Context: an optimization exercise on an open-source flow, tuned for small area and few clock cycles per item. The choices shown serve that exercise and are no tape-out recipe. In this exercise RTL edits were held to simulation tests only and were not proved equivalent to the original.

pepper:
## aes128_key_expansion
module aes128_key_expansion (
   input  wire logic         clock,
   input  wire logic         reset,
   input  wire logic         req_tvalid,
   output logic              req_tready,
   input  wire logic [127:0] req_tdata,
   output logic              rsp_tvalid,
   input  wire logic         rsp_tready,
   output logic [135:0]      rsp_tdata,
   output logic              rsp_tlast
);
==> flow/config.mk <==
export PLATFORM = sky130hd
export DESIGN_NAME = aes128_key_expansion
export DESIGN_NICKNAME = aes128_key_expansion
export VERILOG_FILES = /design/flow/design.v
export SDC_FILE = /design/flow/constraint.sdc
export NUM_CORES = 4
export LEC_CHECK = 0
export CAP_MARGIN = 20
export CORE_MARGIN = 2
export CORE_UTILIZATION = 40
export CTS_BUF_LIST = sky130_fd_sc_hd__clkbuf_4 sky130_fd_sc_hd__clkbuf_8
export SLEW_MARGIN = 20
==> flow/constraint.sdc <==
create_clock -name core_clock -period 5.3 [get_ports {clock}]
set_input_delay 1.0600 -clock core_clock [delete_from_list [all_inputs] [get_ports {clock}]]
set_output_delay 1.0600 -clock core_clock [all_outputs]
set_load 0.01 [all_outputs]
standard.sh (not shown) runs the stock make flow with config.mk's settings and CLKGATE_MAP_FILE= SYNTH_SCRIPT=/design/flow/synth_recipe.tcl, a recipe that flattens the netlist after the stock synthesis.
==> flow/flow/run.sh <==
#!/bin/bash
# Own flow: the standard layout with two changes:
#  - synthesis: the abc technology-mapping step uses flow/abc_area_nf.script
#    instead of ORFS's speed script (front end, flip-flop mapping, flatten and
#    rename are the standard ones);
#  - placement: every port still gets a buffer, but buffer_ports uses the
#    1x buffer (sky130_fd_sc_hd__buf_1) rather than the cell it picks itself;
#  - clock tree: larger sink clusters and no dummy balancing loads.
set -euo pipefail
W=$PWD
cat flow/abc_override.tcl synth_recipe.tcl > my_synth.tcl
sed "s#$W/synth_recipe.tcl#$W/my_synth.tcl#g" standard.sh > my_standard.sh
grep -q my_synth.tcl my_standard.sh
export MY_ABC_SCRIPT=$W/flow/abc_area_nf.script
export BUFFER_PORTS_ARGS="-buffer_cell sky130_fd_sc_hd__buf_1"
export CTS_ARGS="-sink_clustering_enable -repair_clock_nets -dont_use_dummy_load -sink_clustering_size 30 -sink_clustering_max_diameter 80 -buf_list {sky130_fd_sc_hd__clkbuf_4 sky130_fd_sc_hd__clkbuf_8}"
bash my_standard.sh synth > synth.log 2>&1
DONT_USE_CELLS="sky130_fd_sc_hd__buf_4" bash my_standard.sh finish > layout.log 2>&1
==> flow/flow/abc_area_nf.script <==
strash
&get -n
&dch -f
&nf -p -R 50
&put
==> flow/flow/abc_override.tcl <==
# Prepended to synth_recipe.tcl: every liberty-mapping abc call uses an
# area-oriented mapping script (structural choices, then &nf area recovery)
# in place of ORFS's speed script. Registers are untouched (no -dff).
proc abc {args} {
  set i [lsearch -exact $args -script]
  if {$i >= 0} {
    set args [lreplace $args $i [expr {$i + 1}] -script $::env(MY_ABC_SCRIPT)]
  }
  yosys abc {*}$args
}
Testbench counts of pepper, summed over its fixed seeds: cycles 5,640, items 512.
Input changes introduced in garnet (baseline for comparison: pepper):
- an added GPL_TIMING_DRIVEN of 0
diff --git a/flow/flow/run.sh b/flow/flow/run.sh
--- a/flow/flow/run.sh
+++ b/flow/flow/run.sh
@@ -16,3 +16,3 @@
 export CTS_ARGS="-sink_clustering_enable -repair_clock_nets -dont_use_dummy_load -sink_clustering_size 30 -sink_clustering_max_diameter 80 -buf_list {sky130_fd_sc_hd__clkbuf_4 sky130_fd_sc_hd__clkbuf_8}"
 bash my_standard.sh synth > synth.log 2>&1
-DONT_USE_CELLS="sky130_fd_sc_hd__buf_4" bash my_standard.sh finish > layout.log 2>&1
+bash my_standard.sh finish > layout.log 2>&1
==> flow/flow/abc_area_nf.script <==
strash
&get -n
&dch -f
&nf -p -R 20
&put
==> results.txt <==
Share of cell area taken by flip-flops and latches in garnet is 0.72 points below pepper. Status: minimum clock period after layout parity (garnet, pepper). pepper and garnet ended up with nearly the same post-layout worst setup margin. Going from pepper to garnet, overall die width moved up. garnet: no failed stages, no open violations at the end. Changes observed in garnet relative to pepper: distinct cell type count of the synthesized netlist up 7.1%, number of top-level pins flat.
The inputs of sierra differ from those of garnet as listed below.
- a deleted GPL_TIMING_DRIVEN that had been 0
diff --git a/flow/flow/run.sh b/flow/flow/run.sh
--- a/flow/flow/run.sh
+++ b/flow/flow/run.sh
@@ -16,3 +16,6 @@
 export CTS_ARGS="-sink_clustering_enable -repair_clock_nets -dont_use_dummy_load -sink_clustering_size 30 -sink_clustering_max_diameter 80 -buf_list {sky130_fd_sc_hd__clkbuf_4 sky130_fd_sc_hd__clkbuf_8}"
 bash my_standard.sh synth > synth.log 2>&1
+for step in FLOORPLAN GLOBAL_PLACE RESIZE REPAIR_TIMING_POST_PLACE DETAIL_PLACE CTS GLOBAL_ROUTE DETAIL_ROUTE; do
+  export PRE_${step}_TCL=$W/flow/no_buf4.tcl
+done
 bash my_standard.sh finish > layout.log 2>&1
==> flow/flow/abc_area_nf.script <==
strash
&get -n
&dch -f
&nf -p -R 50
&put
==> flow/flow/no_buf4.tcl (new file) <==
# Keep the resizer from using the 4x buffer for its own buffering (port
# buffers are set separately); smaller buffers are still available.
set_dont_use sky130_fd_sc_hd__buf_4
==> comparison <==
- Area growth from synthesis to layout (lower): sierra
- Compared to garnet, sierra has setup slack of the critical path after layout 48 ps higher.
- Comparing garnet and sierra, the lower number of optimization iterations in the first detailed-route pass is on sierra.
- The sequential cell area fraction in the yosys report reported for sierra is greater than that of garnet by 0.64 points.
- From garnet to sierra the numbers moved as follows: first-pass GRT wire length saw a decrease; footprint of the flip-flops and latches saw a decrease.
- Per the comparison of sierra with garnet, shortest clock period the worst path allows after layout lower; worst endpoint required time now sits lower; horizontal die dimension -1.1%.
## Diff of input files: xenon against sierra
diff --git a/flow/flow/run.sh b/flow/flow/run.sh
--- a/flow/flow/run.sh
+++ b/flow/flow/run.sh
@@ -16,6 +16,3 @@
 export CTS_ARGS="-sink_clustering_enable -repair_clock_nets -dont_use_dummy_load -sink_clustering_size 30 -sink_clustering_max_diameter 80 -buf_list {sky130_fd_sc_hd__clkbuf_4 sky130_fd_sc_hd__clkbuf_8}"
 bash my_standard.sh synth > synth.log 2>&1
-for step in FLOORPLAN GLOBAL_PLACE RESIZE REPAIR_TIMING_POST_PLACE DETAIL_PLACE CTS GLOBAL_ROUTE DETAIL_ROUTE; do
-  export PRE_${step}_TCL=$W/flow/no_buf4.tcl
-done
 bash my_standard.sh finish > layout.log 2>&1
==> flow/flow/abc_area_nf.script <==
strash
&get -n
&dch -f
&nf -p -R 20
&put
removed: flow/flow/no_buf4.tcl
### Flow results
- sierra and xenon ended up with roughly the same clock transition at the register clock pins on the worst setup and hold paths after CTS.
- Between xenon and sierra, post-route worst setup slack is higher for xenon, sierra comes in under that.
- Between sierra and xenon, the placed cell count does not differ in any meaningful way.
- Comparing xenon and sierra, the higher design area is on xenon.
- xenon -> sierra: hold slack flat
- xenon -> sierra: total setup violations reported at the end of the flow delta 0, exact match
- xenon against sierra; via count is up slightly.
- Synthesized area: xenon and sierra compared, higher one is xenon
- Taking sierra as the reference, in xenon synthesized cell count shows no meaningful change, net count reported at finish shows no meaningful change, detailed-route wire length shows an increase of 2500 um.

aes128_key_expansion, a different RTL version from the one above (not shown whole).
Size: ~1,100 cells after synthesis, roughly 0.0095 mm² of cells after synthesis.
export LEC_CHECK = 0
export CAP_MARGIN = 20
export CORE_MARGIN = 2
export CORE_UTILIZATION = 50
export CTS_BUF_LIST = sky130_fd_sc_hd__clkbuf_4 sky130_fd_sc_hd__clkbuf_8
export PLACE_DENSITY = 0.7
export SETUP_SLACK_MARGIN = -0.15
export SLEW_MARGIN = 20
create_clock -name core_clock -period 5.3 [get_ports {clock}]
==> flow/flow/run.sh <==
#!/bin/bash
# Own flow: the standard layout with these changes:
#  - synthesis: the abc technology-mapping step uses flow/abc_area_nf.script
#    instead of ORFS's speed script (front end, flip-flop mapping, flatten and
#    rename are the standard ones);
#  - placement: every port still gets a buffer, but buffer_ports uses the
#    1x buffer (sky130_fd_sc_hd__buf_1) rather than the cell it picks itself;
#  - clock tree: clkbuf_4/clkbuf_8 only, larger sink clusters and no dummy
#    balancing loads;
#  - the resizer does not use the 4x buffer (flow/no_buf4.tcl, sourced at the
#    start of each OpenROAD step).
# Each tool's output goes to a log of its own: synth.log, layout.log, and
# ORFS's per-step logs under orfs/logs/.
set -euo pipefail
W=$PWD
cat flow/abc_override.tcl synth_recipe.tcl > my_synth.tcl
sed "s#$W/synth_recipe.tcl#$W/my_synth.tcl#g" standard.sh > my_standard.sh
grep -q my_synth.tcl my_standard.sh
export MY_ABC_SCRIPT=$W/flow/abc_area_nf.script
export BUFFER_PORTS_ARGS="-buffer_cell sky130_fd_sc_hd__buf_1"
export CTS_ARGS="-sink_clustering_enable -repair_clock_nets -dont_use_dummy_load -sink_clustering_size 30 -sink_clustering_max_diameter 80 -buf_list {sky130_fd_sc_hd__clkbuf_4 sky130_fd_sc_hd__clkbuf_8}"
bash my_standard.sh synth > synth.log 2>&1
for step in FLOORPLAN GLOBAL_PLACE RESIZE REPAIR_TIMING_POST_PLACE DETAIL_PLACE CTS GLOBAL_ROUTE DETAIL_ROUTE; do
  export PRE_${step}_TCL=$W/flow/no_buf4.tcl
done
bash my_standard.sh finish > layout.log 2>&1
==> flow/flow/abc_area_nf.script <==
strash
&get -n
&dch -f
&nf -p -R 50
&put
==> flow/flow/no_buf4.tcl <==
# Keep the resizer from using the 4x buffer for its own buffering (port
# buffers are set separately); smaller buffers are still available.
set_dont_use sky130_fd_sc_hd__buf_4
Scripts as last shown in full above: flow/flow/abc_override.tcl
Testbench counts at the start, summed over its fixed seeds: cycles 5,640, items 512.
Edit:
==> flow/flow/abc_area_nf.script (replaced) <==
strash
&get -n
&dch -f
&nf -p -R 100
&put
--- a/flow/config.mk
+++ b/flow/config.mk
@@ -10 +10 @@
-export CORE_UTILIZATION = 50
+export CORE_UTILIZATION = 40
@@ -12 +11,0 @@
-export PLACE_DENSITY = 0.7
Outcome: The changed run ran to the end with no violations. Count of clock-buffer cells in the layout is unchanged. Area after synthesis is lower by 0.67%. Setup slack is better by 41 ps. Core utilization is lower by 11 points. Worst hold slack is about the same.
Edit:
--- a/flow/flow/run.sh
+++ b/flow/flow/run.sh
@@ -26 +26 @@
-bash my_standard.sh finish > layout.log 2>&1
+SKIP_INCREMENTAL_REPAIR=1 bash my_standard.sh finish > layout.log 2>&1
==> flow/flow/abc_area_nf.script (replaced) <==
strash
&get -n
&dch -f
&nf -p -R 50
&put
--- a/flow/config.mk
+++ b/flow/config.mk
@@ -12 +11,0 @@
-export SETUP_SLACK_MARGIN = -0.15
Effect: With this change the flow finished but failed the layout checks on negative setup slack; cell area went down by 3.0%; area after synthesis went up by 0.68%; count of clock-buffer cells in the layout stays the same.
Edit:
--- a/flow/flow/run.sh
+++ b/flow/flow/run.sh
@@ -26 +26 @@
-SKIP_INCREMENTAL_REPAIR=1 bash my_standard.sh finish > layout.log 2>&1
+bash my_standard.sh finish > layout.log 2>&1
=>
- With this change the flow went through all stages and came out clean
- design area rose by 2.4%
- via count barely changes
- clock skew barely changes
- setup slack gains 380 ps
- fmax rose by 7.7%
- core utilization rose by 1.2 points
- flip-flop and latch count stays the same
- synthesized cell count stays the same
- non-clock buffer count rose by 5
Edit:
--- a/flow/config.mk
+++ b/flow/config.mk
@@ -11,0 +12 @@
+export SETUP_SLACK_MARGIN = -0.25
What happened:
- fmax came out lower by 3.6%
- via count barely changes
- worst setup slack got worse by 190 ps
- utilization came out lower by 1.0 points
- wire length came out lower by 0.53%
- global-route usage is unchanged
- area after synthesis stays the same
- non-clock buffer count came out lower by 5
- clock skew is about the same
Edit:
--- a/flow/config.mk
+++ b/flow/config.mk
@@ -12 +12,2 @@
-export SETUP_SLACK_MARGIN = -0.25
+export GPL_TIMING_DRIVEN = 0
+export SETUP_SLACK_MARGIN = -0.15
Die area does not change.
Fmax rises by 0.90%.
Via count is lower by 0.56%.
Final cell count drops by 1.9%.
Hold slack is about the same.
Wire length is about the same.

-- port drivers added, routing unchanged --
How much do the figures lean on ideal ports? The routed layouts below were timed once more, with nothing changed but the port constraints. Step 1 assumes that a clkbuf_16 drives the clock port and a buf_2 every other input. Step 2, shift: input delay + t, output delay - t, t = (earliest + latest rising clock arrival at the registers) / 2. This alone moves slack from input paths to output paths. Three values: ideal ports, drivers, drivers and shift; two values: the first two.
run	t (ns)	setup slack, ns	worst setup path after step 2
pepper	0.463	0.254 / 0.254 / 0.254	register to register
garnet	0.484	0.254 / 0.254 / 0.254	register to register
sierra	0.481	0.302 / 0.302 / 0.302	register to register
xenon	0.477	0.354 / 0.354 / 0.354	register to register
the first run of note 2	0.476	0.211 / 0.211 / 0.211	register to register
the second run of note 2	0.474	0.252 / 0.252 / 0.252	register to register
the third run of note 2	0.464	-0.001 / -0.001 / -0.001	register to register
the fourth run of note 2	0.467	0.378 / 0.378 / 0.378	register to register
the fifth run of note 2	0.465	0.191 / 0.191 / 0.191	register to register
the sixth run of note 2	0.461	0.237 / 0.237 / 0.237	register to register
